Background: an optimization exercise with open tools, aiming at small area, a short achievable clock period and few clock cycles. Do not read the settings as production practice.
Where RTL was checked, it was by simulation tests only, not by an equivalence proof against the original.

== v6 ==
==> flow/design.v (excerpt) <==
module processor_pool_task_scheduler #(
  parameter int unsigned QUEUE_DEPTH    = 16,
  parameter int unsigned RUN_SLOTS      = 64,
  parameter int unsigned MAX_PROCESSORS = 64
) (
  input  logic              clk_i,
  input  logic              rst_ni,
  input  logic              start,
  output logic              busy,
  input  logic [12:0]       req_i,
  output logic              result_valid_o,
  output logic [160:0]      result_o,
  input  logic              cfg_valid_i,
  output logic              cfg_ready_o,
  input  logic [6:0]        cfg_data_i
);
  localparam int unsigned QD = 16;
  localparam int unsigned NB = 20;
  logic [6:0]  pool_q, free_q, held_q, run_q;
  logic [4:0]  cnt_q;
  logic [31:0] tick_q, idle_q, done_q, ref_q;
  logic [1:0]  status_q;
  logic [4:0]  started_q;
  logic [6:0]  fin_q;
  logic        vld_q;
  logic        scan_q;
  logic [3:0]  ptr_q;
  logic [6:0]  thr_q;
  logic        thr_ok_q;
  logic        pv_q, p0_q, p1_q;
  logic [NB-1:0] po_q;      
  logic [6:0]  pn_q;
  logic [6:0]  pn0_q, pn1_q;    
  logic [6:0]  qn_q [QD];
  logic [4:0]  qd_q [QD];
  logic [1:0]  qp_q [QD];
  logic [6:0]  bs_q [NB];
  logic [6:0]  bc_q [NB];
  logic [NB-1:0] bv_q;      
  logic [6:0]  b0_s, b0_c, b1_s;
  assign b0_s = bv_q[0] ? bs_q[0] : 7'd0;
  assign b0_c = bv_q[0] ? bc_q[0] : 7'd0;
  assign b1_s = bv_q[1] ? bs_q[1] : 7'd0;
  logic       is_sub, sub_bad, sub_full, sub_ok, tick_go, first, cfg_go;
  logic [6:0] r_need;
  logic [4:0] r_dur, r_dm1;
  assign r_need   = req_i[11:5];
  assign r_dur    = req_i[4:0];
  assign r_dm1    = (r_dur == 5'd0) ? 5'd0 : r_dur - 5'd1;
  assign is_sub   = start && !scan_q && req_i[12];
  ...
clock: 8.0 ns
lec_check: 0
cap_margin: 20
core_margin: 2
core_utilization: 40
setup_slack_margin: 4.0
slew_margin: 20
run.sh (not shown) runs the stock make flow with config.mk's settings and CLKGATE_MAP_FILE= SYNTH_SCRIPT=/design/flow/synth_recipe.tcl, a recipe that flattens the netlist after the stock synthesis.
Input changes introduced in v7 (baseline for comparison: v6):
--- a/flow/design.v
+++ b/flow/design.v
@@ -117,45 +117,31 @@
   assign rel_free = rel_gt ? pool_q : rel_sum[6:0];
   assign fallback = first && !thr_ok_q;
   logic [6:0] run_b1;
   logic [4:0] cnt_m1, st_b, st_b1;
   assign run_b1 = run_b + 7'd1;
   assign cnt_m1 = cnt_q - 5'd1;
   assign st_b   = first ? 5'd0 : started_q;
   assign st_b1  = st_b + 5'd1;
   logic [6:0] thr;
   logic [3:0] ptr;
   assign thr = thr_q;
   assign ptr = first ? 4'd0 : ptr_q;
-  function automatic logic ge7(input logic [6:0] a, input logic [6:0] b);
-    logic [6:0] g, e;
-    logic [3:0] gh, eh;
-    logic       g1, g0, e1;
-    g = a & ~b;
-    e = ~(a ^ b);
-    gh[3] = g[6];                      eh[3] = e[6];
-    gh[2] = g[5] | (e[5] & g[4]);      eh[2] = e[5] & e[4];
-    gh[1] = g[3] | (e[3] & g[2]);      eh[1] = e[3] & e[2];
-    gh[0] = g[1] | (e[1] & g[0]);      eh[0] = e[1] & e[0];
-    g1 = gh[3] | (eh[3] & gh[2]);      e1 = eh[3] & eh[2];
-    g0 = gh[1] | (eh[1] & gh[0]);
-    ge7 = g1 | (e1 & (g0 | (eh[1] & eh[0])));
-  endfunction
   logic [QD-1:0] cand, fit, hit, seen, fh;
   logic [7:0]    diff [QD];
   always_comb begin
     for (int i = 0; i < QD; i++) begin
       diff[i] = {1'b0, thr} - {1'b0, qn_q[i]};
       cand[i] = (4'(i) >= ptr) && (5'(i) < cnt_q);
-      fit[i]  = ge7(thr, qn_q[i]) && !full;
+      fit[i]  = !diff[i][7] && !full;
       hit[i]  = cand[i] && (fit[i] || (qp_q[i] == 2'd3));
     end
     seen[0] = hit[0];
     for (int i = 1; i < QD; i++) seen[i] = seen[i-1] | hit[i];
     fh[0] = hit[0];
     for (int i = 1; i < QD; i++) fh[i] = hit[i] && !seen[i-1];
   end
   logic       st_now, last, go, start_go;
   logic [6:0] s_need, s_free;
   logic       s_d0, s_d1;
   logic [4:0] s_dm1;
   logic [3:0] h_idx;
Findings:
The setup slack of the critical path after layout of v7 is lower than that of v6. Critical path data required time essentially unchanged between v7 and v6. v7: setup fix buffers added after clock tree synthesis 2.3% above v6. Going from v6 to v7, the distinct cell type count after synthesis was found to have gone down by 9. On number of failing hold endpoints at the final stage, v6 tracks v7 almost exactly. v7 ended up with po_q[18] as its timing endpoint of the critical path; v6 ended up with pn1_q[3]. Clock tree cell share of total cell area ends up lower on v6. The run with more routed wire is v6, not v7. Compare v6 and v7 | non-clock buffer count lower: v7. Re final-layout worst hold slack: v6 and v7 aren't equal, and the lower value belongs to v6. [compare] base=v6 new=v7: clock buffer count from CTS saw an increase, complex-gate fraction of the synthesized area saw a decrease, count of buffer and inverter cells on the critical path saw a decrease. The flow did not stop early for v7: all stages ran, and the layout cleared the timing, design-rule and antenna checks.
Testbench counts of v7, summed over its fixed seeds: cycles 6,434.
The RTL of v6 was laid out without a check of its function.

* * *

main:
The RTL this note starts from:
==> flow/design.v <==
package ppts_pkg;
  localparam int unsigned NEED_W     = 7;
  localparam int unsigned DUR_W      = 5;
  localparam int unsigned PRIO_W     = 2;
  localparam int unsigned CNT_W      = 32;
  localparam logic [DUR_W-1:0]  MaxDuration = 5'd20;
  localparam logic [PRIO_W-1:0] PrioBlock   = 2'd3;
  typedef enum logic [1:0] {
    STATUS_QUEUED  = 2'd0,
    STATUS_REFUSED = 2'd1,
    STATUS_INVALID = 2'd2,
    STATUS_TICK    = 2'd3
  } status_e;
  typedef enum logic {
    OP_TICK   = 1'b0,
    OP_SUBMIT = 1'b1
  } op_e;
  typedef struct packed {
    logic              operation;
    logic [NEED_W-1:0] task_processors;
    logic [DUR_W-1:0]  task_duration;
  } req_t;
  typedef struct packed {
    logic [1:0]        status;
    logic [6:0]        free_processors;
    logic [4:0]        queue_length;
    logic [6:0]        running_count;
    logic [4:0]        started_now;
    logic [6:0]        finished_now;
    logic [CNT_W-1:0]  tick_total;
    logic [CNT_W-1:0]  idle_total;
    logic [CNT_W-1:0]  completed_total;
    logic [CNT_W-1:0]  refusal_total;
  } res_t;
  typedef struct packed {
    logic [NEED_W-1:0] need;
    logic [DUR_W-1:0]  dur;
    logic [PRIO_W-1:0] prio;
  } wait_t;
  typedef struct packed {
    logic [NEED_W-1:0] need;
    logic [CNT_W-1:0]  due;
  } run_t;
endpackage
import ppts_pkg::*;
module processor_pool_task_scheduler #(
  parameter int unsigned QUEUE_DEPTH    = 16,
  parameter int unsigned RUN_SLOTS      = 64,
  parameter int unsigned MAX_PROCESSORS = 64
) (
  input  logic              clk_i,
  input  logic              rst_ni,
  input  logic              start,
  output logic              busy,
  input  logic [12:0]       req_i,
  output logic              result_valid_o,
  output logic [160:0]      result_o,
  input  logic              cfg_valid_i,
  output logic              cfg_ready_o,
  input  logic [6:0]        cfg_data_i
);
  localparam int unsigned QD = 16;
  localparam int unsigned NB = 20;
  logic [6:0]  pool_q, free_q, held_q, run_q;
  logic [4:0]  cnt_q;
  logic [31:0] tick_q, idle_q, done_q, ref_q;
  logic [1:0]  status_q;
  logic [4:0]  started_q;
  logic [6:0]  fin_q;
  logic        vld_q;
  logic        scan_q;
  logic [3:0]  ptr_q;
  logic [6:0]  thr_q;
  logic        thr_ok_q;
  logic        pv_q, p0_q, p1_q;
  logic [4:0]  pi_q;
  logic [6:0]  pn_q;
  logic [6:0]  qn_q [QD];
  logic [4:0]  qd_q [QD];
  logic [1:0]  qp_q [QD];
  logic [6:0]  bs_q [NB];
  logic [6:0]  bc_q [NB];
  logic       is_sub, sub_bad, sub_full, sub_ok, tick_go, first, cfg_go;
  logic [6:0] r_need;
  logic [4:0] r_dur, r_dm1;
  assign r_need   = req_i[11:5];
  assign r_dur    = req_i[4:0];
  assign r_dm1    = (r_dur == 5'd0) ? 5'd0 : r_dur - 5'd1;
  assign is_sub   = start && !scan_q && req_i[12];
  assign sub_bad  = (r_need > pool_q) || (r_dur > 5'd20);
  assign sub_full = cnt_q[4];
  assign sub_ok   = is_sub && !sub_bad && !sub_full;
  assign first    = !scan_q;
  assign tick_go  = scan_q || (start && !req_i[12]);
  assign cfg_go   = cfg_valid_i && !scan_q && !pv_q;
  logic       p0, p1;
  logic [6:0] rs, rc;
  logic [7:0] thr_sum, idl_sum;
  assign p0   = p0_q;
  assign p1   = p1_q;
  assign rs   = bs_q[0] + (p0 ? pn_q : 7'd0);
  assign rc   = bc_q[0] + (p0 ? 7'd1 : 7'd0);
  logic [6:0] run_b, rel_free;
  logic [7:0] rel_sum;
  logic       full, fallback;
  assign run_b    = first ? run_q - rc : run_q;
  assign full     = run_q[6] && (scan_q || ((bc_q[0] == 7'd0) && !p0_q));
  assign rel_sum  = idl_sum;
  assign rel_free = (rel_sum > {1'b0, pool_q}) ? pool_q : rel_sum[6:0];
  assign fallback = first && !thr_ok_q;
  logic [6:0] run_b1;
  logic [4:0] cnt_m1, st_b, st_b1;
  assign run_b1 = run_b + 7'd1;
  assign cnt_m1 = cnt_q - 5'd1;
  assign st_b   = first ? 5'd0 : started_q;
  assign st_b1  = st_b + 5'd1;
  logic [6:0] thr;
  logic [3:0] ptr;
  assign thr = thr_q;
  assign ptr = first ? 4'd0 : ptr_q;
  logic [QD-1:0] cand, fit, hit, seen, fh;
  always_comb begin
    for (int i = 0; i < QD; i++) begin
      cand[i] = (4'(i) >= ptr) && (5'(i) < cnt_q);
      fit[i]  = (qn_q[i] <= thr) && !full;
      hit[i]  = cand[i] && (fit[i] || (qp_q[i] == 2'd3));
    end
    seen[0] = hit[0];
    for (int i = 1; i < QD; i++) seen[i] = seen[i-1] | hit[i];
    fh[0] = hit[0];
    for (int i = 1; i < QD; i++) fh[i] = hit[i] && !seen[i-1];
  end
  logic       st_now, last, go, start_go;
  logic [6:0] s_need, s_free;
  logic       s_d0, s_d1;
  logic [4:0] s_dm1;
  logic [3:0] h_idx;
  always_comb begin
    st_now = 1'b0;
    last   = 1'b0;
    s_need = '0;
    s_free = '0;
    s_dm1  = '0;
    s_d0   = 1'b0;
    s_d1   = 1'b0;
    h_idx  = '0;
    for (int i = 0; i < QD; i++) begin
      st_now = st_now | (fh[i] & fit[i]);
      last   = last | (fh[i] & (5'(i) + 5'd1 == cnt_q));
      s_need = s_need | ({7{fh[i]}} & qn_q[i]);
      s_dm1  = s_dm1  | ({5{fh[i]}} & qd_q[i]);
      s_d0   = s_d0 | (fh[i] & (qd_q[i] == 5'd0));
      s_d1   = s_d1 | (fh[i] & (qd_q[i] == 5'd1));
      h_idx  = h_idx  | ({4{fh[i]}} & 4'(i));
    end
  end
  assign go       = tick_go && !fallback;
  assign s_free = thr - s_need;
  assign start_go = go && st_now;
  logic [6:0] cfg_tot, cfg_free;
  always_comb begin
    cfg_tot = cfg_data_i;
    if (cfg_data_i == 7'd0) cfg_tot = 7'd1;
    else if (cfg_data_i > 7'd64) cfg_tot = 7'd64;
    cfg_free = (cfg_tot > held_q) ? cfg_tot - held_q : 7'd0;
  end
  assign thr_sum = first ? {1'b0, thr} + {1'b0, bs_q[1]} + (p1 ? {1'b0, pn_q} : 8'd0)
                         : {1'b0, thr} + {1'b0, bs_q[0]} + (p0 ? {1'b0, pn_q} : 8'd0);
  assign idl_sum = {1'b0, free_q} + {1'b0, bs_q[0]} + (p0 ? {1'b0, pn_q} : 8'd0);
  assign busy           = scan_q;
  assign cfg_ready_o    = !scan_q && !pv_q;
  assign result_valid_o = vld_q;
  assign result_o = {status_q, free_q, cnt_q, run_q, started_q, fin_q,
                     tick_q, idle_q, done_q, ref_q};
  always_ff @(posedge clk_i or negedge rst_ni) begin
    if (!rst_ni) begin
      pool_q    <= 7'd16;
      free_q    <= 7'd16;
      held_q    <= '0;
      run_q     <= '0;
      cnt_q     <= '0;
      tick_q    <= '0;
      idle_q    <= '0;
      done_q    <= '0;
      ref_q     <= '0;
      status_q  <= '0;
      started_q <= '0;
      fin_q     <= '0;
      vld_q     <= 1'b0;
      scan_q    <= 1'b0;
      ptr_q     <= '0;
      thr_q     <= 7'd16;
      thr_ok_q  <= 1'b1;
      pv_q      <= 1'b0;
      p0_q      <= 1'b0;
      p1_q      <= 1'b0;
      pi_q      <= '0;
      pn_q      <= '0;
    end else begin
      vld_q <= 1'b0;
      pv_q   <= start_go;
      p0_q   <= start_go && s_d0;
      p1_q   <= start_go && s_d1;
      pi_q   <= s_dm1;
      pn_q   <= s_need;
      held_q <= held_q - ((tick_go && first) ? rs : 7'd0) + (pv_q ? pn_q : 7'd0);
      if (!tick_go) begin
        thr_q    <= (idl_sum > {1'b0, pool_q}) ? pool_q : idl_sum[6:0];
        thr_ok_q <= !cfg_go;
      end
      if (cfg_go) begin
        pool_q <= cfg_tot;
        free_q <= cfg_free;
      end
      if (is_sub) begin
        vld_q     <= 1'b1;
        started_q <= '0;
        fin_q     <= '0;
        if (sub_bad) begin
          status_q <= 2'd2;
        end else if (sub_full) begin
          status_q <= 2'd1;
          ref_q    <= ref_q + 32'd1;
        end else begin
          status_q <= 2'd0;
          cnt_q    <= cnt_q + 5'd1;
        end
      end
      if (tick_go) begin
        run_q <= start_go ? run_b1 : run_b;
        if (first) begin
          status_q <= 2'd3;
          fin_q    <= rc;
          tick_q   <= tick_q + 32'd1;
          done_q   <= done_q + 32'(rc);
        end
        if (fallback) begin
          free_q    <= rel_free;
          thr_q     <= rel_free;
          ptr_q     <= '0;
          scan_q    <= 1'b1;
          thr_ok_q  <= 1'b0;
          started_q <= '0;
        end else begin
          free_q    <= st_now ? s_free : thr;
          cnt_q     <= st_now ? cnt_m1 : cnt_q;
          ptr_q     <= h_idx;
          scan_q    <= st_now && !last;
          vld_q     <= !st_now || last;
          thr_q     <= st_now ? s_free : ((thr_sum > {1'b0, pool_q}) ? pool_q : thr_sum[6:0]);
          thr_ok_q  <= !st_now;
          started_q <= st_now ? st_b1 : st_b;
          if (!st_now && (run_b == 7'd0)) begin
            idle_q <= idle_q + 32'd1;
          end
        end
      end
    end
  end
  logic       shift;
  logic [4:0] wi;
  logic       wv;
  logic [6:0] w_s, w_c;
  assign shift = tick_go && first;
  assign wi    = shift ? pi_q - 5'd1 : pi_q;
  assign wv    = pv_q && !(shift && (pi_q == 5'd0));
  always_comb begin
    w_s = '0;
    w_c = '0;
    for (int k = 0; k < NB; k++) begin
      if (pi_q == 5'(k)) begin
        w_s = bs_q[k];
        w_c = bc_q[k];
      end
    end
    w_s = w_s + pn_q;
    w_c = w_c + 7'd1;
  end
  always_ff @(posedge clk_i or negedge rst_ni) begin
    if (!rst_ni) begin
      for (int k = 0; k < NB; k++) begin
        bs_q[k] <= '0;
        bc_q[k] <= '0;
      end
    end else begin
      for (int k = 0; k < NB; k++) begin
        if (wv && (wi == 5'(k))) begin
          bs_q[k] <= w_s;
          bc_q[k] <= w_c;
        end else if (shift) begin
          bs_q[k] <= (k == NB - 1) ? 7'd0 : bs_q[(k == NB - 1) ? k : k + 1];
          bc_q[k] <= (k == NB - 1) ? 7'd0 : bc_q[(k == NB - 1) ? k : k + 1];
        end
      end
    end
  end
  always_ff @(posedge clk_i) begin
    for (int i = 0; i < QD; i++) begin
      if (go) begin
        if (st_now && seen[i]) begin
          if (i < QD - 1) begin
            qn_q[i] <= qn_q[(i < QD - 1) ? i + 1 : i];
            qd_q[i] <= qd_q[(i < QD - 1) ? i + 1 : i];
            qp_q[i] <= qp_q[(i < QD - 1) ? i + 1 : i];
          end
        end else if (cand[i] && !seen[i]) begin
          qp_q[i] <= qp_q[i] + 2'd1;
        end
      end else if (sub_ok && (cnt_q[3:0] == 4'(i))) begin
        qn_q[i] <= r_need;
        qd_q[i] <= r_dm1;
        qp_q[i] <= 2'd0;
      end
    end
  end
endmodule
clock: 8.0 ns
lec_check: 0
cap_margin: 20
core_margin: 2
core_utilization: 40
setup_slack_margin: 4.0
slew_margin: 20
For the feature branch, these inputs were changed with respect to main:
--- a/flow/design.v
+++ b/flow/design.v
@@ -116,16 +116,18 @@
   assign st_b1  = st_b + 5'd1;
   logic [6:0] thr;
   logic [3:0] ptr;
   assign thr = thr_q;
   assign ptr = first ? 4'd0 : ptr_q;
   logic [QD-1:0] cand, fit, hit, seen, fh;
+  logic [7:0]    diff [QD];
   always_comb begin
     for (int i = 0; i < QD; i++) begin
+      diff[i] = {1'b0, thr} - {1'b0, qn_q[i]};
       cand[i] = (4'(i) >= ptr) && (5'(i) < cnt_q);
-      fit[i]  = (qn_q[i] <= thr) && !full;
+      fit[i]  = !diff[i][7] && !full;
       hit[i]  = cand[i] && (fit[i] || (qp_q[i] == 2'd3));
     end
     seen[0] = hit[0];
     for (int i = 1; i < QD; i++) seen[i] = seen[i-1] | hit[i];
     fh[0] = hit[0];
     for (int i = 1; i < QD; i++) fh[i] = hit[i] && !seen[i-1];
@@ -145,20 +147,20 @@
     s_d1   = 1'b0;
     h_idx  = '0;
     for (int i = 0; i < QD; i++) begin
       st_now = st_now | (fh[i] & fit[i]);
       last   = last | (fh[i] & (5'(i) + 5'd1 == cnt_q));
       s_need = s_need | ({7{fh[i]}} & qn_q[i]);
+      s_free = s_free | ({7{fh[i]}} & diff[i][6:0]);
       s_dm1  = s_dm1  | ({5{fh[i]}} & qd_q[i]);
       s_d0   = s_d0 | (fh[i] & (qd_q[i] == 5'd0));
       s_d1   = s_d1 | (fh[i] & (qd_q[i] == 5'd1));
       h_idx  = h_idx  | ({4{fh[i]}} & 4'(i));
     end
   end
   assign go       = tick_go && !fallback;
-  assign s_free = thr - s_need;
   assign start_go = go && st_now;
   logic [6:0] cfg_tot, cfg_free;
   always_comb begin
     cfg_tot = cfg_data_i;
     if (cfg_data_i == 7'd0) cfg_tot = 7'd1;
     else if (cfg_data_i > 7'd64) cfg_tot = 7'd64;
Findings:
Compared to main, the feature branch has worst slew slack as a fraction of its limit 4.5 points higher.
In the feature branch, the iteration count of the initial detailed-routing pass came out 1 below the value in main.
The feature branch vs. main: number of instances in the synthesized netlist saw an increase; final worst slack increased 0.14 ns.
In the tables for the feature branch and main, initial core utilization reads lower with main.
Final period demand of the worst path came out lower on the feature branch than on main.
Testbench counts of the feature branch, summed over its fixed seeds: cycles 6,434.
For main, only the layout was checked, not whether the RTL still works.

==> afterwards: timing with drivers on the ports <==
The flow's constraints put no driver on any port. The routed layouts listed below were extracted and timed again, unchanged, in two steps.
Step 1 (the two cells are an assumption about what drives the block):
set clk [get_ports {clk_i}]
set_driving_cell -lib_cell sky130_fd_sc_hd__clkbuf_16 $clk
set_driving_cell -lib_cell sky130_fd_sc_hd__buf_2 [delete_from_list [all_inputs] $clk]
Step 2 adds t to the input delays and takes it off the output delays; t is the mean of the earliest and latest rising clock arrival at the registers after step 1. Input paths then give back, and output paths get back, about the clock's delay inside the block.
Three values: ideal, step 1, step 2; two values: the first two.
run	shift t [ns]	setup slack, ns	worst hold slack (ns)	pins driven straight from the clock port
v6	0.770	3.898 / 3.898 / 3.349	0.471 / 0.471 / 0.471	1
v7	0.766	3.862 / 3.862 / 3.425	0.476 / 0.476 / 0.476	1
main	0.753	3.342 / 3.342 / 3.059	0.470 / 0.470 / 0.470	1
the feature branch	0.752	3.478 / 3.478 / 3.104	0.468 / 0.468 / 0.468	1
After both steps setup and hold are still met in every run listed. For v6, which loses most, drivers alone change the setup slack by 0.000 ns; drivers and shift together by -0.549 ns.
